Context: an optimization exercise on an open-source flow, tuned for small area, a short achievable clock period and few clock cycles per item. The choices shown serve that exercise and are no tape-out recipe. At most, simulation tests tie the RTL to the original design; equivalence was not proved.

== rev 12 ==
==> flow/design.v <==
`default_nettype none
package frgbe_pkg;
   localparam logic [62:0] BlackThreshold = 63'h3E112E0BE826D695;
   localparam logic [10:0] OverflowExp = 11'd1150;
   localparam logic [10:0] ExpBase = 11'd984;
   function automatic logic [7:0] exp_byte(input logic [7:0] e);
      logic [7:0] r;
      logic [8:0] c;
      localparam logic [7:0] K = 8'd90;
      c[0] = 1'b0;
      for (int k = 0; k < 8; k++) begin
         if (K[k]) begin
            r[k] = ~(e[k] ^ c[k]);
            c[k + 1] = e[k] | c[k];
         end else begin
            r[k] = e[k] ^ c[k];
            c[k + 1] = e[k] & c[k];
         end
      end
      exp_byte = r;
   endfunction
endpackage
`default_nettype wire
`default_nettype none
module frgbe_max
(
   input  wire logic [63:0] in_bits,
   output logic [7:0]       out_exp,
   output logic             out_below,
   output logic             out_inf,
   output logic             out_over
);
   logic ones, frac_nz, valid;
   logic [10:0] off;
   always_comb begin
      ones = &in_bits[62:52];
      frac_nz = |in_bits[51:0];
      valid = !in_bits[63] && !ones;
      off = in_bits[62:52] - frgbe_pkg::ExpBase;
      out_exp = (valid && in_bits[62:52] > frgbe_pkg::ExpBase) ? off[7:0] : 8'd0;
      out_inf = !in_bits[63] && ones && !frac_nz;
      out_over = valid && (in_bits[62:52] >= frgbe_pkg::OverflowExp);
      out_below = in_bits[63] || (ones && frac_nz) ||
                  (in_bits[62:0] < frgbe_pkg::BlackThreshold);
   end
endmodule
`default_nettype wire
`default_nettype none
module frgbe_scale
(
   input  wire logic [7:0]  e0, e1, e2,
   input  wire logic [6:0]  f0, f1, f2,
   input  wire logic        black,
   input  wire logic        over,
   output logic [31:0]      out_word
);
   logic [8:0] d01, d02, d12;
   logic sel0, sel1, sel2;
   logic [2:0] n01, n02, n12, sh0, sh1, sh2;
   logic z0, z1, z2;
   logic [7:0] m0, m1, m2, eb;
   function automatic logic ge8(input logic [8:0] d);
      ge8 = !d[8] && (d[7:3] != 5'd0);
   endfunction
   function automatic logic le8n(input logic [8:0] d);
      le8n = d[8] && ((d[7:3] != 5'h1F) || (d[2:0] == 3'd0));
   endfunction
   always_comb begin
      d01 = {1'b0, e0} - {1'b0, e1};
      d02 = {1'b0, e0} - {1'b0, e2};
      d12 = {1'b0, e1} - {1'b0, e2};
      n01 = 3'd0 - d01[2:0];
      n02 = 3'd0 - d02[2:0];
      n12 = 3'd0 - d12[2:0];
      sel0 = !d01[8] && !d02[8];
      sel1 = !sel0 && !d12[8];
      sel2 = !sel0 && !sel1;
      z0 = (sel1 && le8n(d01)) || (sel2 && le8n(d02));
      sh0 = sel1 ? n01 : (sel2 ? n02 : 3'd0);
      z1 = (sel0 && ge8(d01)) || (sel2 && le8n(d12));
      sh1 = sel0 ? d01[2:0] : (sel2 ? n12 : 3'd0);
      z2 = (sel0 && ge8(d02)) || (sel1 && ge8(d12));
      sh2 = sel0 ? d02[2:0] : (sel1 ? d12[2:0] : 3'd0);
      m0 = {1'b1, f0} >> sh0;
      m1 = {1'b1, f1} >> sh1;
      m2 = {1'b1, f2} >> sh2;
      eb = sel0 ? frgbe_pkg::exp_byte(e0) :
           (sel1 ? frgbe_pkg::exp_byte(e1) : frgbe_pkg::exp_byte(e2));
      if (black) out_word = '0;
      else if (over) out_word = '1;
      else out_word = {eb, z2 ? 8'd0 : m2, z1 ? 8'd0 : m1, z0 ? 8'd0 : m0};
   end
endmodule
`default_nettype wire
`default_nettype none
module float_to_rgbe_encode
(
   input  wire logic         clock,
   input  wire logic         reset,
   input  wire logic         req_tvalid,
   output logic              req_tready,
   input  wire logic [191:0] req_tdata,   
   output logic              rsp_tvalid,
   input  wire logic         rsp_tready,
   output logic [31:0]       rsp_tdata    
);
   logic adv, v1_ff, v2_ff;
   logic [31:0] w_ff, w_in;
   logic [7:0] e0, e1, e2, e0_ff, e1_ff, e2_ff;
   logic [6:0] f0_ff, f1_ff, f2_ff;
   logic b0, b1, b2, i0, i1, i2, o0, o1, o2;
   logic black_ff, over_ff;
   frgbe_max u_c0 (.in_bits(req_tdata[63:0]), .out_exp(e0),
                   .out_below(b0), .out_inf(i0), .out_over(o0));
   frgbe_max u_c1 (.in_bits(req_tdata[127:64]), .out_exp(e1),
                   .out_below(b1), .out_inf(i1), .out_over(o1));
   frgbe_max u_c2 (.in_bits(req_tdata[191:128]), .out_exp(e2),
                   .out_below(b2), .out_inf(i2), .out_over(o2));
   frgbe_scale u_scale (.e0(e0_ff), .e1(e1_ff), .e2(e2_ff), .f0(f0_ff), .f1(f1_ff), .f2(f2_ff),
                        .black(black_ff), .over(over_ff), .out_word(w_in));
   assign adv = !v2_ff || rsp_tready;
   assign req_tready = adv;
   always_ff @(posedge clock) begin
      if (reset) begin
         v1_ff <= 1'b0;
         v2_ff <= 1'b0;
      end else if (adv) begin
         v1_ff <= req_tvalid;
         v2_ff <= v1_ff;
      end
      if (adv) begin
         e0_ff <= e0;
         e1_ff <= e1;
         e2_ff <= e2;
         f0_ff <= req_tdata[51:45];
         f1_ff <= req_tdata[115:109];
         f2_ff <= req_tdata[179:173];
         black_ff <= b0 && b1 && b2;
         over_ff <= i0 || i1 || i2 || o0 || o1 || o2;
         w_ff <= w_in;
      end
   end
   assign rsp_tvalid = v2_ff;
   assign rsp_tdata = w_ff;
endmodule
`default_nettype wire
==> flow/config.mk <==
export PLATFORM = sky130hd
export DESIGN_NAME = float_to_rgbe_encode
export DESIGN_NICKNAME = float_to_rgbe_encode
export VERILOG_FILES = /design/flow/design.v
export SDC_FILE = /design/flow/constraint.sdc
export NUM_CORES = 4
export LEC_CHECK = 0
export CAP_MARGIN = 20
export CORE_MARGIN = 2
export CORE_UTILIZATION = 40
export SETUP_SLACK_MARGIN = 3.4
export SLEW_MARGIN = 20
==> flow/constraint.sdc <==
create_clock -name core_clock -period 6.3 [get_ports {clock}]
set_input_delay 1.2600 -clock core_clock [delete_from_list [all_inputs] [get_ports {clock}]]
set_output_delay 1.2600 -clock core_clock [all_outputs]
set_load 0.01 [all_outputs]
standard.sh (not shown) runs the stock make flow with config.mk's settings and CLKGATE_MAP_FILE= SYNTH_SCRIPT=/design/flow/synth_recipe.tcl, a recipe that flattens the netlist after the stock synthesis.
==> flow/flow/run.sh <==
#!/bin/bash
# Standard layout, except that the port buffers are the smallest buffer cell
# instead of the delay buffer buffer_ports picks by default. Each tool's full
# output lands in the ORFS logs under orfs/logs; make's own output in make.log.
set -euo pipefail
export BUFFER_PORTS_ARGS="-buffer_cell sky130_fd_sc_hd__buf_1"
bash standard.sh > make.log 2>&1
Testbench counts of rev 12, summed over its fixed seeds: cycles 9,616, items 9,600.
--- input diff rev 12..rev 13 ---
-- flow/design.v --
<<< rev 12, line 85
      m1 = {1'b1, f1} >> sh1;
      m2 = {1'b1, f2} >> sh2;
      eb = sel0 ? frgbe_pkg::exp_byte(e0) :
           (sel1 ? frgbe_pkg::exp_byte(e1) : frgbe_pkg::exp_byte(e2));
      if (black) out_word = '0;
      else if (over) out_word = '1;
>>> rev 13, line 85
      m1 = {1'b1, f1} >> sh1;
      m2 = {1'b1, f2} >> sh2;
      eb = frgbe_pkg::exp_byte(sel0 ? e0 : (sel1 ? e1 : e2));
      if (black) out_word = '0;
      else if (over) out_word = '1;
- Comparing rev 13 against rev 12, there is no change at all in I/O pin count.
- Compared with rev 12, rev 13 shows a worst setup slack that is 0.24 ns lower.
- Relative to rev 12, maximum single-stage delay on the critical path has increased by 0.07 ns in rev 13.
- In the metrics for rev 12 and rev 13, the one carrying the higher final cell count is rev 12.
- Compared with rev 12, in rev 13 met2 wire length moved up, routed wire length moved up, die boundary width moved down, growth of design area from synthesis to finish moved up.
- Going from rev 12 to rev 13, synthesized instance count shrinks by 2.2%.
Only the layout flow was run in rev 13; the RTL was not checked for function there.

==> what the ideal ports hide <==
In the flow no input, the clock included, has a driving cell. The finished layouts below were timed again as built, in two steps. Step 1 sets driving cells, clkbuf_16 on the clock port and buf_2 on the other inputs (assumed; they add their load-dependent delay and slew). Step 2 moves the port delays by t, midway between the first and last clock arrival at a register: inputs arrive t later, outputs are due t later. That takes back most of the time a late clock gives input paths. Slacks: ideal / step 1 / step 2; pairs: ideal / step 1.
run	shift t [ns]	slack for setup (ns)	latest minus earliest clock arrival (ns)
rev 12	0.389	3.018 / 3.018 / 2.963	0.009 / 0.009
rev 13	0.387	2.780 / 2.780 / 2.780	0.006 / 0.006
After both steps every run listed still meets setup and hold. The setup slack of rev 12, which loses most, moves by 0.000 ns with the drivers and by -0.055 ns with both steps.
